From an optimization exercise on the open Yosys and OpenROAD flow, aimed at small area and a short achievable clock period; shortcuts taken in it are not production practice. The RTL was checked by simulation tests, not by an equivalence proof against the original design. The flow treats the clock pin as an ideal source, which a real chip does not have. Power is estimated from default activity; no workload was simulated.

==> design.v <==
`default_nettype none
package or_tree_pkg;
    typedef logic [6-1:0] tree_idx_t;
    typedef logic [6+2:0] page_idx_t;
    typedef logic [2:0]                 page_ofs_t;
    typedef logic [4-1:0]   req_id_t;
    typedef logic [15-1:0]   node_vec_t;
    typedef logic [3-1:0] grid_idx_t;
    typedef logic [3:0]                 level_bits_t;
    typedef enum logic [1:0] {
        size_4k,
        size_2k,
        size_1k,
        size_512
    } req_size_e;
    typedef enum logic [1:0] {
        reason_none,
        reason_no_space,
        reason_not_allocated
    } fail_reason_e;
    typedef struct packed {
        req_id_t   id;
        tree_idx_t block;
        req_size_e size;
    } alloc_req_t;
    typedef struct packed {
        req_id_t   id;
        page_idx_t page;
        req_size_e size;
    } free_req_t;
    typedef struct packed {
        req_id_t      id;
        page_idx_t    page;
        logic         fail;
        fail_reason_e reason;
    } alloc_rsp_t;
    typedef struct packed {
        req_id_t      id;
        logic         fail;
        fail_reason_e reason;
    } free_rsp_t;
    typedef struct packed {
        grid_idx_t   row;
        grid_idx_t   col;
        level_bits_t levels;
    } at_update_t;
    function automatic logic [7:0] leaf_mask(req_size_e size, page_ofs_t offset);
        logic [7:0] ones;
        case (size)
            2'd0:    ones = 8'hff;
            2'd1:    ones = 8'h0f;
            2'd2:    ones = 8'h03;
            default: ones = 8'h01;
        endcase
        leaf_mask = ones << offset;
    endfunction
    function automatic logic is_aligned(req_size_e size, page_ofs_t offset);
        case (size)
            2'd0:    is_aligned = offset == 3'd0;
            2'd1:    is_aligned = offset[1:0] == 2'd0;
            2'd2:    is_aligned = !offset[0];
            default: is_aligned = 1'b1;
        endcase
    endfunction
endpackage
`default_nettype wire
`timescale 1ns/1ns
`default_nettype none
module tree_ram (
    input  logic                   clk,
    input  logic [1:0]             rd_hi,
    input  logic [31:0]            rd_lo,
    output logic [7:0]             rd_data,
    input  logic [7:0]             wr_hi,     
    input  logic [7:0]             wr_lo,     
    input  logic [7:0]             wr_data
);
    localparam int depth = 1 << 6;
    logic [7:0] mem [depth];
    logic [7:0] grp [8];
    always_ff @(posedge clk) begin
        for (int b = 0; b < depth; b++) begin
            if (wr_hi[b / 8] && wr_lo[b % 8]) begin
                mem[b] <= wr_data;
            end
        end
    end
    always_comb begin
        for (int i = 0; i < 8; i++) begin
            grp[i] = '0;
            for (int j = 0; j < 8; j++) begin
                grp[i] = grp[i] | (mem[8*i+j] & {8{rd_lo[8*(i/2)+j]}});
            end
        end
        rd_data = '0;
        for (int i = 0; i < 8; i++) begin
            rd_data = rd_data | (grp[i] & {8{rd_hi[i%2]}});
        end
    end
endmodule
`default_nettype wire
`timescale 1ns/1ns
`default_nettype none
module alloc_pick (
    input  logic [3:0]             size_oh,    
    input  logic [7:0]             leaves,
    output or_tree_pkg::page_ofs_t offset,
    output logic                   fail,
    output logic [7:0]             take
);
    logic [3:0] used2;    
    logic [1:0] used4;    
    logic [7:0] first1;   
    logic [3:0] first2;   
    logic [1:0] first4;   
    logic       first8;   
    logic [8:0] below1;   
    logic [4:0] below2;   
    always_comb begin
        for (int j = 0; j < 4; j++) used2[j] = |leaves[2*j +: 2];
        for (int k = 0; k < 2; k++) used4[k] = |leaves[4*k +: 4];
        below1[0] = 1'b1;
        for (int i = 0; i < 8; i++) below1[i+1] = below1[i] && leaves[i];
        below2[0] = 1'b1;
        for (int j = 0; j < 4; j++) below2[j+1] = below2[j] && used2[j];
        for (int i = 0; i < 8; i++) first1[i] = !leaves[i] && below1[i];
        for (int j = 0; j < 4; j++) first2[j] = !used2[j] && below2[j];
        first4[0] = !used4[0];
        first4[1] = !used4[1] && used4[0];
        first8    = !used4[0] && !used4[1];
    end
    always_comb begin
        for (int i = 0; i < 8; i++) begin
            take[i] = (size_oh[3] && first1[i]) ||
                      (size_oh[2] && first2[i/2]) ||
                      (size_oh[1] && first4[i/4]) ||
                      (size_oh[0] && first8);
        end
        fail = !((size_oh[3] && !(&leaves)) ||
                 (size_oh[2] && !(&used2)) ||
                 (size_oh[1] && !(&used4)) ||
                 (size_oh[0] && first8));
        offset[2] = (size_oh[3] && (|first1[7:4])) ||
                    (size_oh[2] && (|first2[3:2])) ||
                    (size_oh[1] && first4[1]);
        offset[1] = (size_oh[3] && (first1[2] || first1[3] || first1[6] || first1[7])) ||
                    (size_oh[2] && (first2[1] || first2[3]));
        offset[0] = size_oh[3] && (first1[1] || first1[3] || first1[5] || first1[7]);
    end
endmodule
`default_nettype wire
`timescale 1ns/1ns
`default_nettype none
module free_check (
    input  logic [3:0]             size_oh,    
    input  or_tree_pkg::page_ofs_t offset,
    input  logic [7:0]             leaves,
    output logic                   fail,
    output logic [7:0]             kept    
);
    logic [7:0] mask;
    logic [7:0] ones;
    logic       aligned;
    assign ones = {{4{size_oh[0]}}, {2{size_oh[0] | size_oh[1]}}, !size_oh[3], 1'b1};
    assign mask = ones << offset;
    assign aligned = (size_oh[0] && offset == 3'd0) || (size_oh[1] && offset[1:0] == 2'd0) ||
                     (size_oh[2] && !offset[0]) || size_oh[3];
    assign fail = !aligned || !(&(leaves | ~mask));
    assign kept = leaves & ~mask;
endmodule
`default_nettype wire
`timescale 1ns/1ns
`default_nettype none
module or_tree (
    input  logic                    clk,
    input  logic                    rst_n,
    input  logic                    alloc_valid,
    input  or_tree_pkg::alloc_req_t alloc_req,
    input  logic                    free_valid,
    input  or_tree_pkg::free_req_t  free_req,
    output logic                    alloc_rsp_valid,
    output or_tree_pkg::alloc_rsp_t alloc_rsp,
    output logic                    free_rsp_valid,
    output or_tree_pkg::free_rsp_t  free_rsp,
    output logic                    at_update_valid,
    output or_tree_pkg::at_update_t at_update
);
    function automatic or_tree_pkg::level_bits_t level_full(logic [7:0] l);
        level_full = {|l,
                      (|l[3:0]) & (|l[7:4]),
                      (|l[1:0]) & (|l[3:2]) & (|l[5:4]) & (|l[7:6]),
                      &l};
    endfunction
    logic                    s1_alloc_valid;
    logic                    s1_free_valid;
    or_tree_pkg::req_id_t    s1_id;
    logic [1:0]              s1_hi;
    logic [31:0]             s1_lo;
    or_tree_pkg::req_size_e  s1_size;
    or_tree_pkg::page_ofs_t  s1_ofs;
    logic                    s2_alloc_valid;
    logic                    s2_free_valid;
    or_tree_pkg::req_id_t    s2_id;
    or_tree_pkg::tree_idx_t  s2_block;
    or_tree_pkg::page_ofs_t  s2_ofs;
    logic [7:0]              s2_leaves;
    logic [7:0]              rd_data;
    or_tree_pkg::page_ofs_t  pick_ofs;
    logic                    pick_fail;
    logic [7:0]              pick_take;
    logic [3:0]              s2_size_oh;
    or_tree_pkg::level_bits_t alloc_levels;
    or_tree_pkg::level_bits_t free_levels;
    logic                    chk_fail;
    logic [7:0]              chk_kept;
    logic [7:0]              new_leaves;
    or_tree_pkg::tree_idx_t  in_block;
    or_tree_pkg::tree_idx_t  s1_block;
    logic                    upd_ok;
    logic [7:0]              wr_hi;
    logic [7:0]              wr_lo;
    logic [7:0]              wr_data;
    always_ff @(posedge clk) begin
        s1_alloc_valid <= rst_n && alloc_valid;
        s1_free_valid  <= rst_n && free_valid;
        s2_alloc_valid <= rst_n && s1_alloc_valid;
        s2_free_valid  <= rst_n && s1_free_valid;
    end
    assign in_block = free_valid ? free_req.page[6+2:3] : alloc_req.block;
    always_comb begin
        s1_block = '0;
        s1_block[3] = s1_hi[1];
        for (int i = 0; i < 32; i++) begin
            if (s1_lo[i]) s1_block = s1_block | {2'(i / 8), 1'b0, 3'(i)};
        end
    end
    always_ff @(posedge clk) begin
        if (free_valid) begin
            s1_id    <= free_req.id;
            s1_size  <= free_req.size;
        end else begin
            s1_id    <= alloc_req.id;
            s1_size  <= alloc_req.size;
        end
        s1_hi[0] <= !in_block[3];
        s1_hi[1] <= in_block[3];
        for (int i = 0; i < 32; i++) begin
            s1_lo[i] <= {in_block[5:4], in_block[2:0]} == 5'(i);
        end
        s1_ofs    <= free_req.page[2:0];
        s2_id     <= s1_id;
        s2_block  <= s1_block;
        for (int k = 0; k < 4; k++) s2_size_oh[k] <= s1_size == 2'(k);
        s2_ofs    <= s1_ofs;
        s2_leaves <= rd_data;
    end
    tree_ram u_ram (
        .clk      (clk),
        .rd_hi    (s1_hi),
        .rd_lo    (s1_lo),
        .rd_data  (rd_data),
        .wr_hi    (wr_hi),
        .wr_lo    (wr_lo),
        .wr_data  (wr_data)
    );
    alloc_pick u_pick (
        .size_oh    (s2_size_oh),
        .leaves     (s2_leaves),
        .offset     (pick_ofs),
        .fail       (pick_fail),
        .take       (pick_take)
    );
    free_check u_check (
        .size_oh    (s2_size_oh),
        .offset     (s2_ofs),
        .leaves     (s2_leaves),
        .fail       (chk_fail),
        .kept       (chk_kept)
    );
    assign new_leaves = s2_free_valid ? chk_kept : s2_leaves | pick_take;
    assign upd_ok     = s2_alloc_valid || (s2_free_valid && !chk_fail);
    function automatic logic at_most_one4(logic [3:0] x);
        at_most_one4 = !(((x[0] | x[1]) & (x[2] | x[3])) | (x[0] & x[1]) | (x[2] & x[3]));
    endfunction
    function automatic or_tree_pkg::level_bits_t alloc_level_full(logic [3:0] sz,
                                                                  logic [7:0] l);
        logic [3:0] u2, f2;    
        logic [1:0] u4, f4;    
        logic       e2_le1;    
        logic       z_le1;     
        logic       lo_full;   
        logic       none;      
        logic       none_lo;   
        for (int j = 0; j < 4; j++) begin
            u2[j] = l[2*j] | l[2*j+1];
            f2[j] = l[2*j] & l[2*j+1];
        end
        for (int k = 0; k < 2; k++) begin
            u4[k] = |l[4*k +: 4];
            f4[k] = &l[4*k +: 4];
        end
        e2_le1 = at_most_one4(~u2);
        z_le1  = at_most_one4(~l[3:0]) & at_most_one4(~l[7:4]) & (&l[3:0] | &l[7:4]);
        lo_full = (u2[1] | f2[0]) & (u2[2] | (f2[0] & f2[1])) & (u2[3] | (f2[0] & f2[1] & f2[2]));
        none_lo = !(l[0] | l[2] | l[1] | l[3]);
        none    = !(l[0] | l[4] | l[2] | l[6] | l[1] | l[5] | l[3] | l[7]);
        alloc_level_full[3] = 1'b1;
        alloc_level_full[2] = (sz[0] & (none | (u4[0] & u4[1]))) |
                              (sz[1] & (u4[0] | u4[1])) |
                              (sz[2] & (u4[1] | (u2[0] & u2[1]))) |
                              (sz[3] & (u4[1] | f4[0]));
        alloc_level_full[1] = (sz[0] & (none | &u2)) |
                              (sz[1] & (none_lo | (u2[0] & u2[1])) & ((u4[0] & ~u4[1]) | (u2[2] & u2[3]))) |
                              (sz[2] & e2_le1) |
                              (sz[3] & e2_le1 & lo_full);
        alloc_level_full[0] = (sz[0] & (none | &l)) |
                              (sz[1] & (none_lo | f4[0]) & ((u4[0] & ~u4[1]) | f4[1])) |
                              (sz[2] & (l == 8'hff || l == 8'hfc || l == 8'hf3 ||
                                        l == 8'hcf || l == 8'h3f)) |
                              (sz[3] & z_le1);
    endfunction
    always_comb begin
        alloc_levels    = alloc_level_full(s2_size_oh, s2_leaves);
        free_levels     = level_full(chk_kept);
        free_levels[0]  = 1'b0;
    end
    always_ff @(posedge clk) begin
        alloc_rsp_valid <= rst_n && s2_alloc_valid;
        free_rsp_valid  <= rst_n && s2_free_valid;
        at_update_valid <= rst_n && upd_ok;
        for (int i = 0; i < 8; i++) begin
            wr_hi[i] <= !rst_n || (upd_ok && s2_block[5:3] == 3'(i));
            wr_lo[i] <= !rst_n || s2_block[2:0] == 3'(i);
        end
    end
    always_ff @(posedge clk) begin
        alloc_rsp.id     <= s2_id;
        alloc_rsp.page   <= pick_fail ? '0 : {s2_block, pick_ofs};
        alloc_rsp.fail   <= pick_fail;
        alloc_rsp.reason <= pick_fail ? or_tree_pkg::reason_no_space : or_tree_pkg::reason_none;
        free_rsp.id      <= s2_id;
        free_rsp.fail    <= chk_fail;
        free_rsp.reason  <= chk_fail ? or_tree_pkg::reason_not_allocated : or_tree_pkg::reason_none;
        at_update.row    <= s2_block[6-1 -: 3];
        at_update.col    <= s2_block[3-1:0];
        at_update.levels <= s2_free_valid ? free_levels : alloc_levels;
        wr_data          <= rst_n ? new_leaves : 8'h00;
    end
endmodule
`default_nettype wire
==> flow/run.sh <==
#!/bin/bash
# Layout flow: the standard layout (standard.sh), with these changes.
# 0. The port buffers that global placement inserts are buf_2 cells.
# 1. TritonCTS clusters up to 25 sinks per leaf buffer (clkbuf_16 only), so the tree has
#    fewer, fuller leaf buffers.
# 3. Timing repair may resize a cell to one of another footprint (MATCH_CELL_FOOTPRINT=0).
# Each tool's full output goes to a log file in this folder (ORFS's own logs are under orfs/logs).
set -euo pipefail
export BUFFER_PORTS_ARGS="-buffer_cell sky130_fd_sc_hd__buf_2"
export CTS_ARGS="-sink_clustering_enable -repair_clock_nets -sink_clustering_size 25 -sink_clustering_max_diameter 100 -buf_list sky130_fd_sc_hd__clkbuf_16"
export POST_CTS_TCL="$PWD/flow/post_cts.tcl"
bash standard.sh MATCH_CELL_FOOTPRINT=0 SKIP_CTS_REPAIR_TIMING=1 finish > log_standard.txt 2>&1
==> flow/post_cts.tcl <==
# Sourced by ORFS's cts.tcl (POST_CTS_TCL) after clock tree synthesis, with the CTS-stage timing
# repair skipped there so that it runs here on the final clock tree.
# 2. Repair setup timing and legalise, as cts.tcl does.
set block [ord::get_db_block]
set port_net [[$block findBTerm clk] getNet]
set root ""
foreach it [$port_net getITerms] { set root [$it getInst] }
set rname [$root getName]
set out_net ""
foreach it [$root getITerms] { if {[$it isOutputSignal]} { set out_net [$it getNet] } }
set loads {}
foreach it [$out_net getITerms] { if {[$it getInst] != $root} { lappend loads $it } }
puts "post_cts: root $rname ([[$root getMaster] getName]) drives [llength $loads] pins"
if {[llength $loads] > 4} { error "root drives too many pins" }
foreach it $loads { $it disconnect; $it connect $port_net }
odb::dbInst_destroy $root
odb::dbNet_destroy $out_net

estimate_parasitics -placement
repair_timing_helper
set result [catch { detailed_placement } msg]
if { $result != 0 } { error "Detailed placement failed after CTS repair: $msg" }
check_placement -verbose
==> standard.sh <==
#!/bin/bash
# synth_recipe.tcl (not shown) runs the flow's synth.tcl, then flattens the netlist and writes it again
# the make line also repeats each setting of config.mk as NAME=value (left out here)
make -C /OpenROAD-flow-scripts/flow DESIGN_CONFIG=/design/flow/config.mk WORK_HOME=/design/flow/orfs CLKGATE_MAP_FILE= SYNTH_SCRIPT=/design/flow/synth_recipe.tcl "${@:-finish}"
==> config.mk <==
export PLATFORM = sky130hd
export DESIGN_NAME = or_tree
export DESIGN_NICKNAME = or_tree
export VERILOG_FILES = /design/flow/design.v
export SDC_FILE = /design/flow/constraint.sdc
export NUM_CORES = 4
export LEC_CHECK = 0
export CAP_MARGIN = 20
export CORE_MARGIN = 2
export CORE_UTILIZATION = 60
export PLACE_DENSITY = 0.8
export SETUP_SLACK_MARGIN = 3
export SLEW_MARGIN = 20
==> constraint.sdc <==
create_clock -name core_clock -period 5.0 [get_ports {clk}]
set_input_delay 1.0000 -clock core_clock [delete_from_list [all_inputs] [get_ports {clk}]]
set_output_delay 1.0000 -clock core_clock [all_outputs]
set_load 0.01 [all_outputs]
==> results of run 1 <==
## state kept, by name, indices dropped and copies added, names as in the netlist, 8 cells and up
name / count
alloc_rsp: 13
at_update: 10
s1_lo: 32
s2_leaves: 8
u_ram.mem: 512
wr_data: 8
wr_hi: 8
wr_lo: 8
## Yosys cell counts, types with 4 or more instances
cell,count
edfxtp_1,512
a22oi_1,214
dfxtp_1,124
and2_1,71
clkbuf_1,64
nor2_1,61
nand4_1,51
nand2_1,44
o21ai_0,32
nand3_1,27
a221oi_1,26
a22o_1,22
a21oi_1,20
o41ai_1,20
inv_1,16
nor4_1,13
buf_1,12
buf_4,10
buf_2,8
mux2_2,8
a211oi_1,7
o22ai_1,7
nand2b_1,6
nor2b_1,6
a31oi_1,5
nor3_1,4
o21ai_1,4
o31ai_1,4
## layout make-up
cell class              count  area, µm²
repair buffers            102        606
clock buffers              28        701
fillers                  2507      12800
flip-flops and latches    636      17900
clock inverters            25        111
multi-input cells         696       4830
well taps                 511        639
inverters                  17       63.8
diodes                      3       7.51
## layer usage
metal	GRT usage [%]	wire length [µm]	vias up
li1	-	-	5810
met1	44.3	22300	7002
met2	50.2	29700	1435
met3	9.49	10500	268
met4	17.5	3540	0
met5	0	0	-
## cell families (layout without fill, tap and decap cells)
| group | count (synthesis) | after routing |
|---|---|---|
| mux | 11 | 11 |
| compound gates | 386 | 386 |
| flops | 636 | 636 |
| xor+xnor | 1 | 1 |
| simple gates | 296 | 296 |
| buf+inv | 115 | 172 |
| other cells | 1 | 5 |
## power by group through the flow
stage	Sequential (mW)	Combinational (mW)	Clock, mW
after floorplan	7.07	0.560	0
after detailed placement	7.26	0.960	0
final	7.19	1.04	2.57
after global routing	7.24	1.09	2.72
after global placement	7.22	0.943	0
## worst max path at each step
stage | start | endpoint | cells after the start | slack [ps]
2_1_floorplan | free_valid | s1_lo[24] | 4 | 3040
3_3_place_gp | s1_lo[11] | s2_leaves[3] | 6 | 2740
3_5_place_dp | s1_lo[11] | s2_leaves[3] | 6 | 2630
5_1_grt | s1_lo[11] | s2_leaves[3] | 6 | 2910
6_report | s1_lo[22] | s2_leaves[3] | 6 | 2870
## per-stage QoR
| step | instances | hold WS [ps] | utilization, % | instance area, µm² | setup WS [ps] |
|---|---|---|---|---|---|
| after floorplan | 1447 | 310 | - | 23000 | 3040 |
| after global placement | 1959 | 310 | 63.1 | 23800 | 2740 |
| after detailed placement | 1959 | 312 | 63.1 | 23800 | 2630 |
| after global routing | 2017 | 335 | 66.0 | 24900 | 2910 |
| final | 2018 | 329 | 66.0 | 24900 | 2870 |
==> results.txt, run 1 <==
worst-path fanout max=17; worst min-delay path endpoint=alloc_rsp[14]; # port buffers=64; unrepaired setup endpoints after global routing=yes; Post-Synth XOR/XNOR Area=0.0381%; TNS Setup=0 ps; GPL Wtd Cong=0.938; outcome=timing/DRC/antenna clean; Synth Area in Adders=0%; clk slew on worst S/H paths=100 ps; Worst-Margin Slew=868 ps; Core Region=0.0377 mm²; Final min period=2130 ps; number of synthesized register bits=636; Syn Inst Count=1446; vias per cell=7.19; area leader, netlist=edfxtp_1; leakage power=8.45 nW; PD cells=434 mW/mm²; Synth cell types=63; Mapped Area=0.0230 mm²; WL/cell=32.7 µm; CP startpoint kind=register; commonest non-fill, non-tap cell in the layout=edfxtp_1; largest net degree at the start of global routing=65; Buf+Inv Stages, Crit Path=1; fmax=0.469 GHz; crit path cell chain=buf_4 > a22o_1 > a221oi_1 > nand3_1 > o41ai_4 > nand2_1; Post-Synth Simple-Gate Area=6.84%; DRT iter0 DRCs=2839; total routed wirelength=66.0 mm; Setup-failing EPs final=0; Crit. End Element=register; num rows=71; Setup Crit Path Kind=reg2reg; worst skew pair latency=480 ps; power consumption=10.8 mW; Die W=200 µm; CP max stage delay=430 ps; Worst R2R Start=s1_lo[22]; Hold Crit Class=reg2reg; post-synthesis async set-or-reset flop share=0%; Seq/Total Area, Yosys=77.7%; worst reg2reg path depth=6; Rel. slew slack=42.1%; GR Util All Layers=33.3%; remaining global-route overflow=0; initial antenna violation count=3; clock power share=23.8%; Int Pwr=7.98 mW; ys flop type=edfxtp_1; DRT Pass-1 Iters=7; Post-Route Skew=38.3 ps; reg2reg end=s2_leaves[3]; hpwl dp=39.2 mm; Pins Over Slew Limit=0; Final Net Count=1512; die height=200 µm; Hold Crit Depth=0; post-synth top area share=66.9%; Synth Area in Compound Gates=12.6%; TritonCTS sink count=636; largest family of logic cells by synthesized area=compound AO/OA/AOI/OAI gates; Psw=2.82 mW; Req. time, crit path=5320 ps; Worst IR Drop VDD=315 µV; reg-to-reg slack, setup=2870 ps; post-synthesis mux area share=0.523%; CP Data Arrival Time=2450 ps; vias in the first global route=13700; commonest cells after routing, fill and taps aside=512 x edfxtp_1, 213 x a22oi_1, 103 x dfxtp_1; syn avg cell area=15.9 µm²; final worst-path cycle share=42.6%; share of cells above drive strength 1=13.6%; antenna viol nets, final=0; Post-synth EDFFs=512; MaxCap Viol Count=0; starting density of the core=61.0%; Flop pwr share=66.6%; vias=14500; Sw Share=26.1%; Fin. Hold Viols=0; Logic pwr share=9.6%; CTS tree=done; Syn-to-layout area delta=8.21%; critical-path cell with the highest stage delay=o41ai_4; Synth warnings=5; I/O Pins=67; global-route wire length before repair=93.4 mm; DRC viols=0; HP Start=s2_id[2]; total die area=0.0399 mm²; synth top area cells=edfxtp_1 67%, dfxtp_1 11%, a22oi_1 7.0%; cell family with most CP delay=compound AO/OA/AOI/OAI gates
==> inputs of run 2 (changes only) <==
--- a/config.mk
+++ b/config.mk
@@ -8,6 +8,5 @@
 export CAP_MARGIN = 20
 export CORE_MARGIN = 2
 export CORE_UTILIZATION = 60
-export PLACE_DENSITY = 0.8
-export SETUP_SLACK_MARGIN = 3
+export SETUP_SLACK_MARGIN = 3.35
 export SLEW_MARGIN = 20
==> run 2 against run 1 <==
- largest power group unchanged
- global-route usage increased by 2.9 points
- area after synthesis unchanged
- critical path type is now reg2out
- routed wire length grew 9.4%
- total power up 2.6%
- clock skew shrank 15 ps
- clock-buffer cell count is the same
- still clean on timing, DRC and antenna
- highest routed layer unchanged
- design area up 8.2%
- flip-flop and latch count stayed put
- maximum frequency increased by 10%
==> results.txt, run 2 <==
outcome=timing/DRC/antenna clean; GPL Wtd Cong=0.904 (-3.6%); clock power share=23.7% (about the same); CP max stage delay=360 ps (-70 ps); Rel. slew slack=35.7% (-6.4 points); starting density of the core=61.0% (unchanged); initial antenna violation count=1 (-2); Req. time, crit path=4000 ps (-1320 ps); commonest non-fill, non-tap cell in the layout=edfxtp_1; Setup-failing EPs final=0 (unchanged); share of cells above drive strength 1=26.5% (+13 points); Die W=200 µm (unchanged); syn avg cell area=15.9 µm² (unchanged); Placed Cells=1964 (+0.26%); Synth warnings=5 (unchanged); DRT Pass-1 Iters=5 (-2); CTS tree=done; largest net degree at the start of global routing=65 (unchanged); Largest register FFs=512 (unchanged); Core Region=0.0377 mm² (unchanged); global-route wire length before repair=99.0 mm (+6.1%); TNS Setup=0 ps (unchanged); Setup Crit Path Kind=reg2out; Psw=2.97 mW (+5.2%); Final Net Count=1607 (+6.3%); Final min period=1930 ps (-202 ps); worst skew pair latency=480 ps (about the same); unrepaired setup endpoints after global routing=yes; Sw Share=26.8% (+0.67 points); Top Layer Used=met4; DRC viols=0 (unchanged); met3 routed WL=9.75 mm (-6.9%); number of synthesized register bits=636 (unchanged); Post-Synth Simple-Gate Area=6.84% (unchanged); vias per cell=6.94 (-3.5%); top-count cell post-synth=edfxtp_1; Flop pwr share=63.6% (-3.0 points); area leader, netlist=edfxtp_1; Post-Layout Cell Count=2110 (+4.6%); Syn-to-layout area delta=17.1%; hpwl dp=41.4 mm (+5.4%); Post-synth EDFFs=512 (unchanged); Mapped Area=0.0230 mm² (unchanged); cell family with most CP delay=flip-flops; commonest cells after routing, fill and taps aside=512 x edfxtp_1, 174 x a22oi_1, 74 x dfxtp_1; area of the multi-input gates=0.00545 mm² (+13%); post-synthesis async set-or-reset flop share=0% (unchanged); TritonCTS sink count=636 (unchanged); Syn Inst Count=1446 (unchanged); DRT iter0 DRCs=2034 (-28%); Post-Synth XOR/XNOR Area=0.0381% (unchanged); Crit. End Element=output port; CP Data Arrival Time=930 ps (-1520 ps); antenna viol nets, final=0 (unchanged); leakage power=9.32 nW (+10%); Buf+Inv Stages, Crit Path=1 (unchanged); ANT cells=0 (-3); Worst IR Drop VDD=388 µV (+23%); Hold Crit Class=reg2reg; clk slew on worst S/H paths=100 ps (about the same); total routed wirelength=72.2 mm (+9.4%); fmax=0.518 GHz (+10%); critical-path cell with the highest stage delay=dfxtp_2; GR Util All Layers=36.1% (+2.9 points); Post-Route Skew=22.9 ps (-15.4 ps); MaxCap Viol Count=0 (unchanged); num rows=71 (unchanged); ys flop type=edfxtp_1; # port buffers=64 (unchanged); Fin. Hold Viols=0 (unchanged); vias in the first global route=13500 (-2.2%); WL/cell=34.2 µm (+4.6%); total die area=0.0399 mm² (unchanged); Pins Over Slew Limit=0 (unchanged); Synth Area in Compound Gates=12.6% (unchanged); Reg area=0.0180 mm² (+0.33%); die height=200 µm (unchanged); synth top area cells=edfxtp_1 67%, dfxtp_1 11%, a22oi_1 7.0%; Seq/Total Area, Yosys=77.7% (unchanged); Synth cell types=63 (unchanged); Int Pwr=8.11 mW (+1.6%); M1 WL=27.1 mm (+22%); CP startpoint kind=register; remaining global-route overflow=0 (unchanged); largest family of logic cells by synthesized area=compound AO/OA/AOI/OAI gates; worst-path fanout max=2 (-15); vias=14600 (+0.91%); Reg with most FFs=u_ram.mem; biggest regs=u_ram.mem (512), s1_lo (32), alloc_rsp (13); PD cells=412 mW/mm² (-5.2%); Worst-Margin Slew=963 ps (+95.4 ps); crit path cell chain=buf_6; Post-synth top cells=512 x edfxtp_1, 214 x a22oi_1, 124 x dfxtp_1; Synth Area in Adders=0% (unchanged); fillcell total=2453 (-2.2%); post-synth top area share=66.9% (unchanged); final worst-path cycle share=38.6% (-4.0 points); post-synthesis mux area share=0.523% (unchanged); I/O Pins=67 (unchanged); met2 routed WL=32.0 mm (+7.8%); Logic pwr share=12.7% (+3.1 points)
## run 2: cell counts after synthesis
No cell type changed its count.
## run 2: path summary, 6_finish.rpt
kind / start / endpoint / slack (ps) / depth (start not counted)
max: alloc_rsp[13] / alloc_rsp[13] / 3070 / 1
min: s2_id[1] / alloc_rsp[13] / 330 / 0
max reg2reg: s2_ofs[0] / wr_hi[0] / 3080 / 7
min reg2reg: s2_id[1] / alloc_rsp[13] / 330 / 0
## run 2: layer usage
layer  up-vias  global-route usage (%)
met5         -                       0
met4         0                    13.9
met3       156                    8.52
met2      1142                    53.2
met1      7342                    52.8
li1       6007                       -
## run 2: final cells by class
type / instances / share of cell area (%)
multi-input cells: 696 / 20.3
well taps: 511 / 2.38
repair buffers: 197 / 7.34
flip-flops and latches: 636 / 66.8
clock inverters: 25 / 0.414
inverters: 17 / 0.237
clock buffers: 28 / 2.60
## run 2: per-stage QoR
stage | worst slack (ps) | hold slack (ps) | instance area, µm² | power, mW | utilization, %
6_report | 3070 | 331 | 26900 | 11.1 | 71.4
5_1_grt | 3000 | 338 | 26900 | 11.4 | 71.4
3_5_place_dp | 2410 | 312 | 23900 | 8.27 | 63.4
3_3_place_gp | 2410 | 311 | 23900 | 8.23 | 63.3
2_1_floorplan | 3340 | 310 | 23100 | 7.64 | -
## run 2: kinds of logic (layout without fill, tap and decap cells)
logic type | Yosys count | count (layout)
mux | 11 | 11
flops | 636 | 636
compound gates | 386 | 386
buf+inv | 115 | 267
xor+xnor | 1 | 1
other cells | 1 | 2
simple gates | 296 | 296
## run 2: power groups by stage
stage          clock (mW)  sequential [mW]  combinational (mW)
6_report             2.63             7.04                1.40
3_5_place_dp            0             7.09                1.18
2_1_floorplan           0             7.07               0.567
5_1_grt              2.79             7.10                1.48
3_3_place_gp            0             7.09                1.14
==> inputs of run 3 (changes only) <==
--- a/config.mk
+++ b/config.mk
@@ -8,5 +8,5 @@
 export CAP_MARGIN = 20
 export CORE_MARGIN = 2
 export CORE_UTILIZATION = 60
-export SETUP_SLACK_MARGIN = 3.35
+export SETUP_SLACK_MARGIN = 3.25
 export SLEW_MARGIN = 20
==> run 3 against run 2 <==
- still clean
- clock-buffer cell count unchanged
- sequential power about the same
- critical path depth is 5 higher
- total power down 0.55%
- non-clock buffer count fell by 27
- sequential share of layout area grew 1.2 points
- maximum frequency fell by 0.82%
- synthesized cell count did not move
- global-route usage fell by 0.77 points
- first-iteration DRC count grew 0.84%
- via count shrank 1.1%
- combinational power decreased by 3%
- critical path type is now reg2reg
==> results.txt, run 3 <==
outcome=timing/DRC/antenna clean; Fin. Hold Viols=0 (unchanged); hpwl dp=40.9 mm (-1.2%); Pins Over Slew Limit=0 (unchanged); TNS Setup=0 ps (unchanged); Hold Crit Class=reg2reg; final worst-path cycle share=38.9% (+0.32 points); Reg with most FFs=u_ram.mem; post-synth top area share=66.9% (unchanged); total die area=0.0399 mm² (unchanged); TritonCTS sink count=636 (unchanged); vias in the first global route=13200 (-2.0%); fmax=0.514 GHz (-0.82%); largest net degree at the start of global routing=65 (unchanged); Setup-failing EPs final=0 (unchanged); Syn Inst Count=1446 (unchanged); Setup WS post-layout=3060 ps (-15.9 ps); Die W=200 µm (unchanged); Setup Crit Path Kind=reg2reg; die height=200 µm (unchanged); ys flop type=edfxtp_1; Final min period=1940 ps (+15.9 ps); Core Region=0.0377 mm² (unchanged); worst skew pair latency=490 ps (about the same); Place WS=2510 ps (+104 ps); synth top area cells=edfxtp_1 67%, dfxtp_1 11%, a22oi_1 7.0%; worst-path fanout max=18 (+16); top-count cell post-synth=edfxtp_1; ANT cells=0 (unchanged); commonest cells after routing, fill and taps aside=512 x edfxtp_1, 189 x a22oi_1, 75 x dfxtp_1; CP Data Arrival Time=2290 ps (+1360 ps); clk slew on worst S/H paths=100 ps (about the same); Crit. End Element=register; Mapped Area=0.0230 mm² (unchanged); Syn-to-layout area delta=15.0%; Synth cell types=63 (unchanged); GPL Wtd Cong=0.911 (+0.81%); Post-synth EDFFs=512 (unchanged); I/O Pins=67 (unchanged); CP startpoint kind=register; worst reg2reg path depth=6 (-1); # port buffers=64 (unchanged); leakage power=9.11 nW (-2.2%); power consumption=11.0 mW (-0.55%); syn avg cell area=15.9 µm² (unchanged); Seq/Total Area, Yosys=77.7% (unchanged); Req. time, crit path=5340 ps (+1340 ps); WL/cell=33.8 µm (-1.1%); DRC viols=0 (unchanged); DRT Pass-1 Iters=5 (unchanged); crit path cell chain=buf_12 > a22o_1 > a221oi_2 > nand3_1 > o41ai_4 > nand2_1; share of cells above drive strength 1=23.4% (-3.2 points); Worst IR Drop VDD=432 µV (+11%); critical-path cell with the highest stage delay=o41ai_4; initial antenna violation count=0 (-1); vias=14500 (-1.1%); Post-Route Skew=26.0 ps (+3.12 ps); Final Net Count=1580 (-1.7%); antenna viol nets, final=0 (unchanged); Rel. slew slack=36.4% (+0.69 points); Hold Crit Depth=0 (unchanged); Largest register FFs=512 (unchanged); commonest non-fill, non-tap cell in the layout=edfxtp_1; Synth warnings=5 (unchanged); vias per cell=6.96 (+0.28%); global-route wire length before repair=97.2 mm (-1.9%); CP max stage delay=460 ps (+100 ps); PD cells=417 mW/mm² (+1.3%); fillcell total=2511 (+2.4%); DRT iter0 DRCs=2051 (+0.84%); Post-synth top cells=512 x edfxtp_1, 214 x a22oi_1, 124 x dfxtp_1; total routed wirelength=70.4 mm (-2.5%); area leader, netlist=edfxtp_1; remaining global-route overflow=0 (unchanged); number of synthesized register bits=636 (unchanged); unrepaired setup endpoints after global routing=yes; biggest regs=u_ram.mem (512), s1_lo (32), alloc_rsp (13); CTS tree=done; post-synthesis async set-or-reset flop share=0% (unchanged); num rows=71 (unchanged); starting density of the core=61.0% (unchanged); GR Util All Layers=35.4% (-0.77 points); Worst-Margin Slew=953 ps (-10.3 ps); MaxCap Viol Count=0 (unchanged)
## run 3: cell count changes in the layout (fill, tap and decap cells not counted), sizes merged
cell    delta
buf       -24
clkinv     +1
inv        -2
clkbuf     -3
## run 3: worst paths after layout
path	start	endpoint	slack, ps
max	s1_lo[14]	s2_leaves[6]	3060
min	s2_id[1]	alloc_rsp[13]	330
max reg2reg	s1_lo[14]	s2_leaves[6]	3060
min reg2reg	s2_id[1]	alloc_rsp[13]	330
## run 3: final cells by class
cell class,count,area [µm²],area share [%]
Sequential cell,636,18000,68.0
Clock inverter,24,119,0.450
Inverter,17,66.3,0.251
Timing Repair Buffer,170,1620,6.14
Tap cell,511,639,2.42
Multi-Input combinational cell,696,5320,20.1
Clock buffer,28,701,2.65
## run 3: cell families after synthesis
kind of cell / count (synthesis) / synth area share [%]
multiplexers: 11 / 0.523
buffers and inverters: 115 / 2.23
other: 1 / 0.0163
AND/OR/NAND/NOR: 296 / 6.84
flip-flops: 636 / 77.7
XOR/XNOR: 1 / 0.0381
AO/OA/AOI/OAI: 386 / 12.6
## run 3: per-stage QoR
step / utilization [%] / hold WS [ps] / cells / area (µm²)
5_1_grt: 70.2 / 337 / 2082 / 26400
2_1_floorplan: - / 310 / 1447 / 23000
6_report: 70.2 / 330 / 2082 / 26400
3_5_place_dp: 63.2 / 314 / 1961 / 23800
3_3_place_gp: 63.2 / 311 / 1961 / 23800
## run 3: where the power goes
part	switching, mW	internal, mW	total (mW)
clock	1.59	1.04	2.63
combinational	0.997	0.368	1.36
sequential	0.350	6.68	7.02
total	2.93	8.08	11.0
## run 3: per-layer routing
layer,share of wire [%],track usage (%),vias to the layer above
met1,39,52.6,7309
met3,13,7.88,132
met4,3.5,12.0,0
met5,0,0,-
met2,45,52.2,1098
li1,-,-,5954
## run 3: worst max-delay path: cells and delay by family, from the launching register on
kind,cells,cell delay [ps]
compound gates,3,920
flops,1,350
simple gates,2,350
buf+inv,1,180
==> inputs of run 4 (changes only) <==
--- a/config.mk
+++ b/config.mk
@@ -8,5 +8,5 @@
 export CAP_MARGIN = 20
 export CORE_MARGIN = 2
 export CORE_UTILIZATION = 60
-export SETUP_SLACK_MARGIN = 3.25
+export SETUP_SLACK_MARGIN = 3.1
 export SLEW_MARGIN = 20
==> run 4 against run 3 <==
- still clean on timing, DRC and antenna
- cell count shrank 2.5%
- sequential power barely moved
- clock power is essentially flat
- clock skew decreased by 6.3 ps
- global-route usage decreased by 0.16 points
- utilization fell by 2.5 points
- worst setup slack is essentially flat
- critical path type unchanged
- largest cell class unchanged
==> results.txt, run 4 <==
commonest non-fill, non-tap cell in the layout=edfxtp_1; area leader, netlist=edfxtp_1; total die area=0.0399 mm² (unchanged); CTS tree=done; total routed wirelength=69.4 mm (-1.4%); CP max stage delay=580 ps (+120 ps); post-synthesis mux area share=0.523% (unchanged); Reg with most FFs=u_ram.mem; num rows=71 (unchanged); Flop pwr share=64.0% (+0.2 points); final worst-path cycle share=38.9% (about the same); post-synth top area share=66.9% (unchanged); worst skew pair latency=470 ps (-20 ps); Post-Synth Simple-Gate Area=6.84% (unchanged); Setup Crit Path Kind=reg2reg; GPL Wtd Cong=0.876 (-3.9%); Synth Area in Compound Gates=12.6% (unchanged); starting density of the core=61.0% (unchanged); HP Start=s1_ofs[2]; largest net degree at the start of global routing=65 (unchanged); commonest cells after routing, fill and taps aside=512 x edfxtp_1, 205 x a22oi_1, 81 x dfxtp_1; vias=14200 (-1.9%); DP Area=0.0238 mm² (about the same); Core Region=0.0377 mm² (unchanged); post-synthesis async set-or-reset flop share=0% (unchanged); critical-path cell with the highest stage delay=o41ai_4; Post-synth top cells=512 x edfxtp_1, 214 x a22oi_1, 124 x dfxtp_1; top-count cell post-synth=edfxtp_1; Fin. Hold Viols=0 (unchanged); reg2reg end=s2_leaves[1]; DRT iter0 DRCs=2221 (+8.3%); Hold Crit Depth=0 (unchanged); synth top area cells=edfxtp_1 67%, dfxtp_1 11%, a22oi_1 7.0%; Synth Area in Adders=0% (unchanged); Seq/Total Area, Yosys=77.7% (unchanged); WL/cell=34.2 µm (+1.1%); Mapped Area=0.0230 mm² (unchanged); MaxCap Viol Count=0 (unchanged); worst min-delay path endpoint=s2_ofs[2]; number of synthesized register bits=636 (unchanged); Post-synth EDFFs=512 (unchanged); Final Net Count=1527 (-3.4%); crit path cell chain=buf_6 > a22oi_2 > nand4_1 > o41ai_4 > nand2_2; Final min period=1950 ps (+0.290 ps); TritonCTS sink count=636 (unchanged); Synth warnings=5 (unchanged); share of cells above drive strength 1=17.6% (-5.7 points); die height=200 µm (unchanged); vias in the first global route=13100 (-0.68%); TNS Setup=0 ps (unchanged); ys flop type=edfxtp_1; GR Util All Layers=35.2% (-0.16 points); Largest register FFs=512 (unchanged); clk slew on worst S/H paths=100 ps (about the same); Worst-Margin Slew=880 ps (-73.1 ps); fmax=0.514 GHz (about the same); Worst R2R Start=s1_lo[0]; antenna viol nets, final=0 (unchanged); largest family of logic cells by synthesized area=compound AO/OA/AOI/OAI gates; Logic pwr share=12.0% (-0.4 points); unrepaired setup endpoints after global routing=yes; DRC viols=0 (unchanged); Sw Share=26.5% (-0.099 points); Syn-to-layout area delta=10.9%; Syn Inst Count=1446 (unchanged); CP Data Arrival Time=2260 ps (-30 ps); Final Cell Area=0.0255 mm² (-3.6%); reg-to-reg slack, setup=3050 ps (about the same); worst reg2reg path depth=5 (-1); global-route wire length before repair=96.2 mm (-1.0%); Crit. End Element=register; outcome=timing/DRC/antenna clean; Setup-failing EPs final=0 (unchanged); Post-Synth XOR/XNOR Area=0.0381% (unchanged); clock power share=23.9% (about the same); fillcell total=2657 (+5.8%); vias per cell=7.00 (+0.62%); Die W=200 µm (unchanged); Psw=2.90 mW (-0.94%); Rel. slew slack=41.2% (+4.9 points); biggest regs=u_ram.mem (512), s1_lo (32), alloc_rsp (13); # port buffers=64 (unchanged); initial antenna violation count=1 (+1); Synth cell types=63 (unchanged); Pins Over Slew Limit=0 (unchanged); Req. time, crit path=5320 ps (-20 ps); remaining global-route overflow=0 (unchanged); CP startpoint kind=register; DRT Pass-1 Iters=8 (+3); syn avg cell area=15.9 µm² (unchanged); Hold Crit Class=reg2reg; I/O Pins=67 (unchanged); Worst IR Drop VDD=389 µV (-9.9%); hpwl dp=41.9 mm (+2.6%); leakage power=8.69 nW (-4.6%); ANT cells=0 (unchanged); Int Pwr=8.05 mW (-0.44%); Post-Route Skew=19.7 ps (-6.34 ps); worst-path fanout max=16 (-2); PD cells=430 mW/mm² (+3.1%)
[run 4: cell types whose count changed in the layout (fill, tap and decap cells not counted), sizes merged]
cell | previous run | this run
buf | 168 | 116
clkbuf | 30 | 29
inv | 40 | 41
[run 4: kinds of logic (layout without fill, tap and decap cells)]
| family | count (synthesis) | count (layout) |
|---|---|---|
| xor gates and xnor gates | 1 | 1 |
| AOI/OAI and AO/OA | 386 | 386 |
| muxes | 11 | 11 |
| DFF | 636 | 636 |
| and+or+nand+nor | 296 | 296 |
| other | 1 | 2 |
| buffers and inverters | 115 | 187 |
[run 4: layer usage]
layer  track usage (%)  vias up  part of all wire, %
met4              11.9        0                  3.6
met1              52.2     7136                   39
met2              51.3     1095                   44
met3              8.91      141                   13
met5                 0        -                    0
li1                  -     5847                    -
[run 4: power by group through the flow]
| stage | registers, mW | clock network [mW] | logic [mW] |
|---|---|---|---|
| 2_1_floorplan | 7.07 | 0 | 0.561 |
| 3_3_place_gp | 7.07 | 0 | 1.18 |
| 3_5_place_dp | 7.08 | 0 | 1.19 |
| 5_1_grt | 7.06 | 2.78 | 1.40 |
| 6_report | 7.01 | 2.62 | 1.32 |
[run 4: worst max-delay path by stage]
stage	start	to	slack (ps)	cells after the start
2_1_floorplan	free_valid	s1_lo[28]	3160	4
3_3_place_gp	s1_lo[10]	s2_leaves[1]	2450	4
3_5_place_dp	s1_lo[10]	s2_leaves[1]	2440	4
5_1_grt	free_rsp[6]	alloc_rsp[15]	3040	1
6_report	s1_lo[0]	s2_leaves[1]	3050	5
[run 4: final cells by class]
class / count / area, µm² / share of cell area (%)
clock inverter: 25 / 111 / 0.437
tap: 511 / 639 / 2.51
inverter: 17 / 63.8 / 0.251
multi-input combinational: 696 / 5060 / 19.9
sequential: 636 / 17900 / 70.4
timing repair buffer: 117 / 966 / 3.79
clock buffer: 28 / 701 / 2.75
[run 4: critical path, delay by kind of cell, from the launching register on]
| kind | cells | cell delay [ps] |
|---|---|---|
| AND/OR/NAND/NOR | 2 | 470 |
| AO/OA/AOI/OAI | 2 | 770 |
| flip-flops | 1 | 330 |
| buffers and inverters | 1 | 200 |
[run 4: per-stage QoR]
stage	cells	total power [mW]	utilization (%)	hold slack (ps)	setup slack [ps]
floorplan	1447	7.63	-	310	3160
global placement	1963	8.25	63.2	310	2450
detailed placement	1963	8.27	63.2	313	2440
global route	2030	11.2	67.6	338	3040
finish	2030	11.0	67.6	329	3050
==> inputs of run 5 (changes only) <==
--- a/config.mk
+++ b/config.mk
@@ -8,5 +8,5 @@
 export CAP_MARGIN = 20
 export CORE_MARGIN = 2
 export CORE_UTILIZATION = 60
-export SETUP_SLACK_MARGIN = 3.1
+export SETUP_SLACK_MARGIN = 3.15
 export SLEW_MARGIN = 20
==> run 5 against run 4 <==
- register-to-register slack improved by 60 ps
- via count barely moved
- worst hold slack got worse by 5.2 ps
- global-route usage down 0.055 points
- die area unchanged
- total power about the same
- flip-flop and latch count is the same
- first-iteration DRC count is 5.1% lower
- sequential power is essentially flat
- clock-buffer cell count did not move
- combinational power hardly changed
- critical path type is now reg2out
- highest routed layer unchanged
==> results.txt, run 5 <==
top-count cell post-synth=edfxtp_1; Setup WS post-layout=3070 ps (+10.9 ps); fmax=0.517 GHz (+0.57%); starting density of the core=61.0% (unchanged); worst skew pair latency=470 ps (about the same); unrepaired setup endpoints after global routing=yes; TritonCTS sink count=636 (unchanged); CP startpoint kind=register; routing usage on met2=52.6% (+1.3 points); outcome=timing/DRC/antenna clean; worst reg2reg path depth=7 (+2); Rel. slew slack=39.4% (-1.8 points); Worst-Margin Slew=907 ps (+27.3 ps); total die area=0.0399 mm² (unchanged); Synth cell types=63 (unchanged); vias per cell=6.95 (-0.78%); ys flop type=edfxtp_1; commonest non-fill, non-tap cell in the layout=edfxtp_1; GPL Wtd Cong=0.901 (+2.9%); largest net degree at the start of global routing=65 (unchanged); Seq/Total Area, Yosys=77.7% (unchanged); crit path cell chain=buf_6; Synth warnings=5 (unchanged); WL/cell=34.1 µm (-0.15%); hpwl dp=41.2 mm (-1.6%); GRT met1 Usage=51.7% (-0.54 points); Fin. Hold Viols=0 (unchanged); leakage power=8.81 nW (+1.4%); total routed wirelength=69.9 mm (+0.68%); global-route wire length before repair=96.2 mm (about the same); Buf+Inv Stages, Crit Path=1 (unchanged); Syn-to-layout area delta=12.1%; synth top area cells=edfxtp_1 67%, dfxtp_1 11%, a22oi_1 7.0%; GR Util All Layers=35.1% (-0.055 points); power consumption=11.0 mW (about the same); post-synth top area share=66.9% (unchanged); Mapped Area=0.0230 mm² (unchanged); syn avg cell area=15.9 µm² (unchanged); TNS Setup=0 ps (unchanged); ANT cells=0 (unchanged); DRC viols=0 (unchanged); Core Region=0.0377 mm² (unchanged); final worst-path cycle share=38.7% (-0.22 points); Pins Over Slew Limit=0 (unchanged); worst min-delay path endpoint=alloc_rsp[14]; Reg with most FFs=u_ram.mem; Final min period=1930 ps (-10.9 ps); DRT Pass-1 Iters=5 (-3); Post-synth top cells=512 x edfxtp_1, 214 x a22oi_1, 124 x dfxtp_1; number of synthesized register bits=636 (unchanged); critical-path cell with the highest stage delay=dfxtp_2; commonest cells after routing, fill and taps aside=512 x edfxtp_1, 197 x a22oi_1, 80 x dfxtp_1; CP max stage delay=370 ps (-210 ps); Setup Crit Path Kind=reg2out; Final Net Count=1545 (+1.2%); remaining global-route overflow=0 (unchanged); GR met3 Demand/Resource=8.66% (-0.25 points); Die W=200 µm (unchanged); vias=14200 (+0.049%); Largest register FFs=512 (unchanged); reg-to-reg slack, setup=3110 ps (+60 ps); die height=200 µm (unchanged); num rows=71 (unchanged); share of cells above drive strength 1=19.7% (+2.0 points); Post-Route Skew=21.5 ps (+1.78 ps); CP Data Arrival Time=930 ps (-1330 ps); Req. time, crit path=4000 ps (-1320 ps); clk slew on worst S/H paths=100 ps (about the same); vias in the first global route=13100 (-0.053%); Worst R2R Start=s2_ofs[0]; worst-path fanout max=2 (-14); busiest layer in global routing=met2; MaxCap Viol Count=0 (unchanged); DRT iter0 DRCs=2107 (-5.1%); Post-synth EDFFs=512 (unchanged); hold_ws=324 ps (-5.20 ps); DP Area=0.0238 mm² (about the same); # port buffers=64 (unchanged); Final Cell Area=0.0258 mm² (+1.1%); Syn Inst Count=1446 (unchanged); biggest regs=u_ram.mem (512), s1_lo (32), alloc_rsp (13); reg2reg end=wr_hi[0]; I/O Pins=67 (unchanged); PD cells=425 mW/mm² (-1.1%); HP Start=s2_id[2]; Place WS=2590 ps (+148 ps); CTS tree=done; initial antenna violation count=0 (-1); Crit. End Element=output port; post-synthesis async set-or-reset flop share=0% (unchanged); Setup-failing EPs final=0 (unchanged); cell family with most CP delay=flip-flops; Worst IR Drop VDD=381 µV (-2.2%); Hold Crit Depth=0 (unchanged); crit path from=alloc_rsp[12]; Hold Crit Class=reg2reg; area leader, netlist=edfxtp_1; antenna viol nets, final=0 (unchanged)
-- run 5: how the worst max path moves through the flow --
stage / endpoint / slack, ps / depth (start not counted)
2_1_floorplan: s1_lo[20] / 3190 / 4
3_3_place_gp: s2_leaves[4] / 2610 / 5
3_5_place_dp: s1_lo[27] / 2590 / 4
5_1_grt: wr_hi[0] / 3030 / 7
6_report: alloc_rsp[12] / 3070 / 1
-- run 5: final cells by class --
class | count | area [µm²]
clock buffers | 28 | 701
clock inverters | 24 | 108
fillers | 2616 | 11900
inverters | 17 | 63.8
multi-input cells | 696 | 5150
flip-flops and latches | 636 | 17900
well taps | 511 | 639
repair buffers | 135 | 1160
-- run 5: logic make-up after synthesis --
group	after synthesis	synth area share (%)
xor gates and xnor gates	1	0.0381
and+or+nand+nor	296	6.84
buffers and inverters	115	2.23
AOI/OAI and AO/OA	386	12.6
DFF	636	77.7
muxes	11	0.523
other	1	0.0163
-- run 5: metal layers --
| layer | wire length, µm | up-vias |
|---|---|---|
| li1 | - | 5884 |
| met1 | 27200 | 7214 |
| met2 | 30900 | 988 |
| met3 | 9230 | 140 |
| met4 | 2490 | 0 |
| met5 | 0 | - |
-- run 5: stage by stage --
stage / instances / util, %
after floorplan: 1447 / -
after global placement: 1962 / 63.2
after detailed placement: 1962 / 63.2
after global routing: 2047 / 68.4
final: 2047 / 68.4
-- run 5: report_power, final --
group / switching, mW / leakage (nW) / internal, mW
Sequential: 0.351 / 6.02 / 6.67
Clock: 1.57 / 0.474 / 1.04
Combinational: 0.969 / 2.31 / 0.349
Total: 2.89 / 8.81 / 8.06
-- run 5: worst register-to-register path, cell delays in order, from the launching register on --
cell and delay (ps):
dfxtp_4 390, and2b_4 300, a32o_2 210, a2bb2oi_2 140, and4_4 240, a31oi_4 100
buf_12 190, o41ai_4 220
==> inputs of run 6 (changes only) <==
--- a/design.v
+++ b/design.v
@@ -71,17 +71,20 @@
     input  logic [1:0]             rd_hi,
     input  logic [31:0]            rd_lo,
     output logic [7:0]             rd_data,
-    input  logic [7:0]             wr_hi,     
-    input  logic [7:0]             wr_lo,     
+    input  logic                   clr,       
+    input  logic [7:0]             wr_hi_n,   
+    input  logic [7:0]             wr_lo_n,   
     input  logic [7:0]             wr_data
 );
     localparam int depth = 1 << 6;
     logic [7:0] mem [depth];
     logic [7:0] grp [8];
+    logic [7:0] wd;
+    assign wd = clr ? 8'h00 : wr_data;
     always_ff @(posedge clk) begin
         for (int b = 0; b < depth; b++) begin
-            if (wr_hi[b / 8] && wr_lo[b % 8]) begin
-                mem[b] <= wr_data;
+            if (!(wr_hi_n[b / 8] || wr_lo_n[b % 8])) begin
+                mem[b] <= wd;
             end
         end
     end
@@ -217,8 +220,9 @@
     or_tree_pkg::tree_idx_t  in_block;
     or_tree_pkg::tree_idx_t  s1_block;
     logic                    upd_ok;
-    logic [7:0]              wr_hi;
-    logic [7:0]              wr_lo;
+    logic                    clr;
+    logic [7:0]              wr_hi_n;
+    logic [7:0]              wr_lo_n;
     logic [7:0]              wr_data;
     always_ff @(posedge clk) begin
         s1_alloc_valid <= rst_n && alloc_valid;
@@ -259,8 +263,9 @@
         .rd_hi    (s1_hi),
         .rd_lo    (s1_lo),
         .rd_data  (rd_data),
-        .wr_hi    (wr_hi),
-        .wr_lo    (wr_lo),
+        .clr      (clr),
+        .wr_hi_n  (wr_hi_n),
+        .wr_lo_n  (wr_lo_n),
         .wr_data  (wr_data)
     );
     alloc_pick u_pick (
@@ -328,9 +333,10 @@
         alloc_rsp_valid <= rst_n && s2_alloc_valid;
         free_rsp_valid  <= rst_n && s2_free_valid;
         at_update_valid <= rst_n && upd_ok;
+        clr             <= !rst_n;
         for (int i = 0; i < 8; i++) begin
-            wr_hi[i] <= !rst_n || (upd_ok && s2_block[5:3] == 3'(i));
-            wr_lo[i] <= !rst_n || s2_block[2:0] == 3'(i);
+            wr_hi_n[i] <= rst_n && !(upd_ok && s2_block[5:3] == 3'(i));
+            wr_lo_n[i] <= rst_n && s2_block[2:0] != 3'(i);
         end
     end
     always_ff @(posedge clk) begin
@@ -344,7 +350,7 @@
         at_update.row    <= s2_block[6-1 -: 3];
         at_update.col    <= s2_block[3-1:0];
         at_update.levels <= s2_free_valid ? free_levels : alloc_levels;
-        wr_data          <= rst_n ? new_leaves : 8'h00;
+        wr_data          <= new_leaves;
     end
 endmodule
 `default_nettype wire
--- a/config.mk
+++ b/config.mk
@@ -8,5 +8,5 @@
 export CAP_MARGIN = 20
 export CORE_MARGIN = 2
 export CORE_UTILIZATION = 60
-export SETUP_SLACK_MARGIN = 3.15
+export SETUP_SLACK_MARGIN = 3
 export SLEW_MARGIN = 20
==> run 6 against run 5 <==
- utilization is 2.1 points lower
- total power is 1.0% higher
- sequential power is 1% higher
- clock skew is 16 ps higher
==> results.txt, run 6 <==
outcome=timing/DRC/antenna clean; crit path from=s1_lo[10]; Worst R2R Start=s1_lo[10]; Core Region=0.0377 mm² (unchanged); worst skew pair latency=490 ps (+20 ps); die height=199 µm (-0.13%); GPL Wtd Cong=0.878 (-2.6%); share of cells above drive strength 1=14.5% (-5.2 points); synth top area cells=edfxtp_1 67%, dfxtp_1 11%, a22oi_1 7.0%; DRT Pass-1 Iters=6 (+1); Mapped Area=0.0229 mm² (-0.26%); final worst-path cycle share=40.5% (+1.8 points); WL/cell=33.8 µm (-0.99%); # port buffers=64 (unchanged); leakage power=8.61 nW (-2.3%); vias per cell=7.02 (+1.0%); Synth cell types=60 (-4.8%); Post-Route Skew=37.9 ps (+16.5 ps); post-synth top area share=67.1% (+0.17 points); Setup Crit Path Kind=reg2reg; crit path cell chain=buf_4 > a22o_1 > a221oi_2 > nand4_1 > o21ai_2 > nand2_1; post-synthesis async set-or-reset flop share=0% (unchanged); Worst setup endpoint=s2_leaves[0]; reg2reg end=s2_leaves[0]; vias in the first global route=13200 (+0.73%); commonest cells after routing, fill and taps aside=512 x edfxtp_1, 210 x a22oi_1, 112 x nor2_1; total die area=0.0398 mm² (-0.25%); ys flop type=edfxtp_1; Final Net Count=1539 (-0.39%); Post-synth EDFFs=512 (unchanged); reg-to-reg slack, setup=2980 ps (-130 ps); Pins Over Slew Limit=0 (unchanged); Setup WS post-layout=2980 ps (-89.9 ps); Post-synth top cells=512 x edfxtp_1, 213 x a22oi_1, 125 x dfxtp_1; num rows=71 (unchanged); Setup-failing EPs final=0 (unchanged); Syn Inst Count=1471 (+1.7%); total routed wirelength=69.0 mm (-1.2%); Largest register FFs=512 (unchanged); top-count cell post-synth=edfxtp_1; starting density of the core=60.8% (-0.16 points); Syn-to-layout area delta=8.95%; CP startpoint kind=register; Reg with most FFs=u_ram.mem; DRT iter0 DRCs=2303 (+9.3%); Hold Crit Class=reg2reg; DRC viols=0 (unchanged); vias=14300 (+0.83%); Place WS=2540 ps (-45.0 ps); critical-path cell with the highest stage delay=a221oi_2; fillcell total=2700 (+3.2%); Final Cell Area=0.0250 mm² (-3.1%); commonest non-fill, non-tap cell in the layout=edfxtp_1; Synth warnings=5 (unchanged); largest net degree at the start of global routing=65 (unchanged); TritonCTS sink count=637 (+0.16%); power consumption=11.1 mW (+1.0%); Final min period=2020 ps (+89.9 ps); fmax=0.494 GHz (-4.4%); CTS tree=done; biggest regs=u_ram.mem (512), s1_lo (32), alloc_rsp (13); Rel. slew slack=19.6% (-20 points); PD cells=443 mW/mm² (+4.3%); CP Data Arrival Time=2330 ps (+1400 ps); remaining global-route overflow=0 (unchanged); Fin. Hold Viols=0 (unchanged); number of synthesized register bits=637 (+0.16%); Seq/Total Area, Yosys=78.0% (+0.29 points); unrepaired setup endpoints after global routing=yes; hpwl dp=41.8 mm (+1.5%); initial antenna violation count=0 (unchanged); Crit. End Element=register; GR Util All Layers=35.2% (+0.085 points); Worst-Margin Slew=1200 ps (+294 ps); Req. time, crit path=5300 ps (+1300 ps); clk slew on worst S/H paths=90 ps (about the same); DP Area=0.0238 mm² (+0.17%); Worst IR Drop VDD=316 µV (-17%); syn avg cell area=15.6 µm² (-2.0%); area leader, netlist=edfxtp_1; worst reg2reg path depth=6 (-1); Die W=199 µm (-0.13%); I/O Pins=67 (unchanged); antenna viol nets, final=0 (unchanged); CP max stage delay=340 ps (-30 ps); worst-path fanout max=18 (+16); MaxCap Viol Count=0 (unchanged); global-route wire length before repair=96.7 mm (+0.52%); TNS Setup=0 ps (unchanged)
run 6: cells by family after synthesis:
family          count (synthesis)  synth area share [%]
flops                         637                  78.0
compound gates                376                  12.3
simple gates                  311                  6.55
buf+inv                       130                  2.42
mux                            14                 0.661
fa+ha+maj                       1                0.0437
other cells                     1                0.0164
xor+xnor                        1                0.0382
run 6: cell type report:
cell class / instances / area (µm²) / area share (%)
diodes: 1 / 2.50 / 0.0100
clock buffers: 28 / 701 / 2.81
clock inverters: 25 / 123 / 0.491
inverters: 17 / 63.8 / 0.256
multi-input cells: 707 / 4800 / 19.2
flip-flops and latches: 637 / 17900 / 71.7
well taps: 511 / 639 / 2.56
repair buffers: 117 / 726 / 2.91
run 6: metal layers:
| metal | GRT usage, % | vias up | routed length, µm |
|---|---|---|---|
| met3 | 8.20 | 160 | 9210 |
| met2 | 53.0 | 1151 | 30900 |
| met5 | 0 | - | 0 |
| li1 | - | 5875 | - |
| met4 | 10.6 | 0 | 2400 |
| met1 | 51.9 | 7158 | 26500 |
run 6: metrics by stage:
step / std cells / hold WS (ps) / util, %
3_3_place_gp: 1985 / 310 / 63.3
5_1_grt: 2042 / 335 / 66.3
3_5_place_dp: 1985 / 314 / 63.3
6_report: 2043 / 330 / 66.3
2_1_floorplan: 1472 / 310 / -
run 6: report_power, final:
group | internal [mW] | switching (mW)
sequential | 6.72 | 0.392
clock | 1.04 | 1.58
combinational | 0.332 | 0.995
run 6: how the worst min path moves through the flow:
stage	startpoint	to	cells past startpoint
6_report	s1_ofs[0]	s2_ofs[0]	0
5_1_grt	s1_ofs[0]	s2_ofs[0]	0
3_5_place_dp	s1_ofs[1]	s2_ofs[1]	0
3_3_place_gp	s2_id[1]	alloc_rsp[13]	0
2_1_floorplan	s2_id[0]	alloc_rsp[12]	0
run 6: critical path, delay by kind of cell, from the launching register on:
| family | cells | cell delay, ps |
|---|---|---|
| buffers and inverters | 1 | 250 |
| AOI/OAI and AO/OA | 3 | 840 |
| DFF | 1 | 310 |
| and+or+nand+nor | 2 | 450 |
==> inputs of run 7 (changes only) <==
--- a/config.mk
+++ b/config.mk
@@ -8,5 +8,5 @@
 export CAP_MARGIN = 20
 export CORE_MARGIN = 2
 export CORE_UTILIZATION = 60
-export SETUP_SLACK_MARGIN = 3
+export SETUP_SLACK_MARGIN = 3.2
 export SLEW_MARGIN = 20
==> run 7 against run 6 <==
- still clean
- die area unchanged
- maximum frequency is 2.2% higher
- clock power about the same
- via count fell by 0.10%
- non-clock buffer count up 39
- critical path type unchanged
==> results.txt, run 7 <==
DP Area=0.0239 mm² (+0.17%); starting density of the core=60.8% (unchanged); post-synth top area share=67.1% (unchanged); fillcell total=2598 (-3.8%); worst-path fanout max=17 (-1); Synth warnings=5 (unchanged); PD cells=429 mW/mm² (-3.2%); I/O Pins=67 (unchanged); TritonCTS sink count=637 (unchanged); syn avg cell area=15.6 µm² (unchanged); ys flop type=edfxtp_1; CTS tree=done; fmax=0.505 GHz (+2.2%); unrepaired setup endpoints after global routing=yes; Final Net Count=1576 (+2.4%); Reg with most FFs=u_ram.mem; vias in the first global route=13400 (+1.9%); antenna viol nets, final=0 (unchanged); Post-synth EDFFs=512 (unchanged); share of cells above drive strength 1=22.2% (+7.7 points); Die W=199 µm (unchanged); worst skew pair latency=480 ps (about the same); Hold Crit Class=reg2reg; Largest register FFs=512 (unchanged); WL/cell=33.5 µm (-0.81%); Worst IR Drop VDD=356 µV (+12%); Setup Crit Path Kind=reg2reg; MaxCap Viol Count=0 (unchanged); leakage power=9.03 nW (+4.9%); die height=199 µm (unchanged); ANT cells=0 (-1); TNS Setup=0 ps (unchanged); Rel. slew slack=20.1% (+0.52 points); GR Util All Layers=35.3% (+0.10 points); global-route wire length before repair=97.5 mm (+0.88%); outcome=timing/DRC/antenna clean; biggest regs=u_ram.mem (512), s1_lo (32), alloc_rsp (13); clk slew on worst S/H paths=100 ps (about the same); CP startpoint kind=register; Pins Over Slew Limit=0 (unchanged); Worst-Margin Slew=1190 ps (-7.77 ps); total routed wirelength=69.7 mm (+0.89%); final worst-path cycle share=39.6% (-0.85 points); Post-Route Skew=29.3 ps (-8.65 ps); Final min period=1980 ps (-42.6 ps); CP Data Arrival Time=2340 ps (about the same); largest net degree at the start of global routing=65 (unchanged); vias per cell=6.90 (-1.8%); Crit. End Element=register; Synth cell types=60 (unchanged); hpwl dp=41.6 mm (-0.56%); synth top area cells=edfxtp_1 67%, dfxtp_1 11%, a22oi_1 7.0%; post-synthesis async set-or-reset flop share=0% (unchanged); num rows=71 (unchanged); Post-synth top cells=512 x edfxtp_1, 213 x a22oi_1, 125 x dfxtp_1; vias=14300 (-0.10%); Seq/Total Area, Yosys=78.0% (unchanged); Final Cell Area=0.0261 mm² (+4.5%); Syn-to-layout area delta=13.9%; Core Region=0.0377 mm² (unchanged); Req. time, crit path=5360 ps (+60 ps); # port buffers=64 (unchanged); commonest cells after routing, fill and taps aside=512 x edfxtp_1, 195 x a22oi_1, 103 x nor2_1; DRT iter0 DRCs=2298 (-0.22%); Syn Inst Count=1471 (unchanged); remaining global-route overflow=0 (unchanged); number of synthesized register bits=637 (unchanged); DRT Pass-1 Iters=6 (unchanged); Fin. Hold Viols=0 (unchanged); total die area=0.0398 mm² (unchanged); initial antenna violation count=0 (unchanged); area leader, netlist=edfxtp_1; Setup-failing EPs final=0 (unchanged); Mapped Area=0.0229 mm² (unchanged); commonest non-fill, non-tap cell in the layout=edfxtp_1; hold_ws=332 ps (+1.72 ps); DRC viols=0 (unchanged); GPL Wtd Cong=0.892 (+1.6%); top-count cell post-synth=edfxtp_1
==> run 7: cell types whose count changed in the layout (fill, tap and decap cells not counted), sizes merged <==
cell,delta
buf,+37
clkbuf,+2
nor2b,-2
clkinv,-1
diode,-1
==> run 7: kinds of logic (layout without fill, tap and decap cells) <==
logic type / count (synthesis) / count (layout) / share of synthesized area, %
other cells: 1 / 2 / 0.0164
fa+ha+maj: 1 / 1 / 0.0437
xor+xnor: 1 / 1 / 0.0382
compound gates: 376 / 376 / 12.3
mux: 14 / 14 / 0.661
simple gates: 311 / 311 / 6.55
buf+inv: 130 / 225 / 2.42
flops: 637 / 637 / 78.0
==> run 7: final timing paths <==
path / startpoint / endpoint / slack [ps] / cells past startpoint
worst max-delay path: s1_lo[2] / s2_leaves[2] / 3020 / 5
worst min-delay path: s2_id[2] / alloc_rsp[14] / 330 / 0
worst max register to register: s1_lo[2] / s2_leaves[2] / 3020 / 5
worst min register to register: s2_id[2] / alloc_rsp[14] / 330 / 0
==> run 7: through the flow <==
stage	total power [mW]	instances	utilization (%)	setup WS (ps)
after floorplan	7.76	1472	-	2520
after global placement	8.41	1985	63.3	2370
after detailed placement	8.44	1987	63.4	2400
after global routing	11.5	2078	69.3	3010
final	11.2	2078	69.3	3020
==> run 7: cell type report <==
cell class              instances  area [µm²]  share of cell area (%)
repair buffers                156        1380                    5.29
flip-flops and latches        637       18000                    68.8
multi-input cells             705        5250                    20.1
well taps                     511         639                    2.45
clock buffers                  28         701                    2.68
clock inverters                24         103                   0.393
inverters                      17        63.8                   0.244
==> run 7: critical path: stages, from the launching register on <==
cell and delay [ps]:
dfxtp_1 310, buf_4 250, a22oi_1 300, nand4_1 290, o41ai_4 580, nand2_1 130
==> run 7: power by group <==
part | switching, mW | leakage [nW] | internal (mW)
clock network | 1.57 | 0.475 | 1.03
registers | 0.402 | 6.03 | 6.73
logic | 1.04 | 2.53 | 0.418
total | 3.01 | 9.03 | 8.18
==> run 7: routing by layer <==
metal,global-route usage (%),up-vias,share of wire (%)
li1,-,5948,-
met1,51.3,7206,38
met2,53.2,1033,45
met3,8.93,142,13
met4,11.0,0,3.2
met5,0,-,0

==> re-timing with driven ports <==
In the flow no input, the clock included, has a driving cell. The finished layouts below were timed again as built, in two steps. Step 1, drivers: a clkbuf_16 drives clk and a buf_2 each remaining input, both assumed. Step 2 also shifts input and output timing later by t, the mid clock arrival at the registers, as if the neighbouring blocks saw the same clock. a / b / c = ideal / step 1 / step 2; a / b = the first two.
| run | shift t [ns] | setup WS [ns] | worst setup path after step 2 | latest minus earliest clock arrival (ns) |
|---|---|---|---|---|
| run 1 | 0.532 | 2.869 / 2.869 / 2.721 | input to register | 0.044 / 0.045 |
| run 2 | 0.542 | 3.071 / 2.994 / 2.902 | input to register | 0.025 / 0.025 |
| run 3 | 0.554 | 3.055 / 2.984 / 2.764 | input to register | 0.027 / 0.026 |
| run 4 | 0.544 | 3.055 / 2.995 / 2.696 | input to register | 0.024 / 0.025 |
| run 5 | 0.542 | 3.066 / 2.985 / 2.741 | input to register | 0.025 / 0.025 |
| run 6 | 0.548 | 2.976 / 2.976 / 2.556 | input to register | 0.041 / 0.041 |
| run 7 | 0.539 | 3.018 / 2.991 / 2.776 | input to register | 0.029 / 0.030 |
After both steps every run listed still meets setup and hold. For run 6, which loses most, drivers alone change the setup slack by 0.000 ns; drivers and shift together by -0.420 ns.
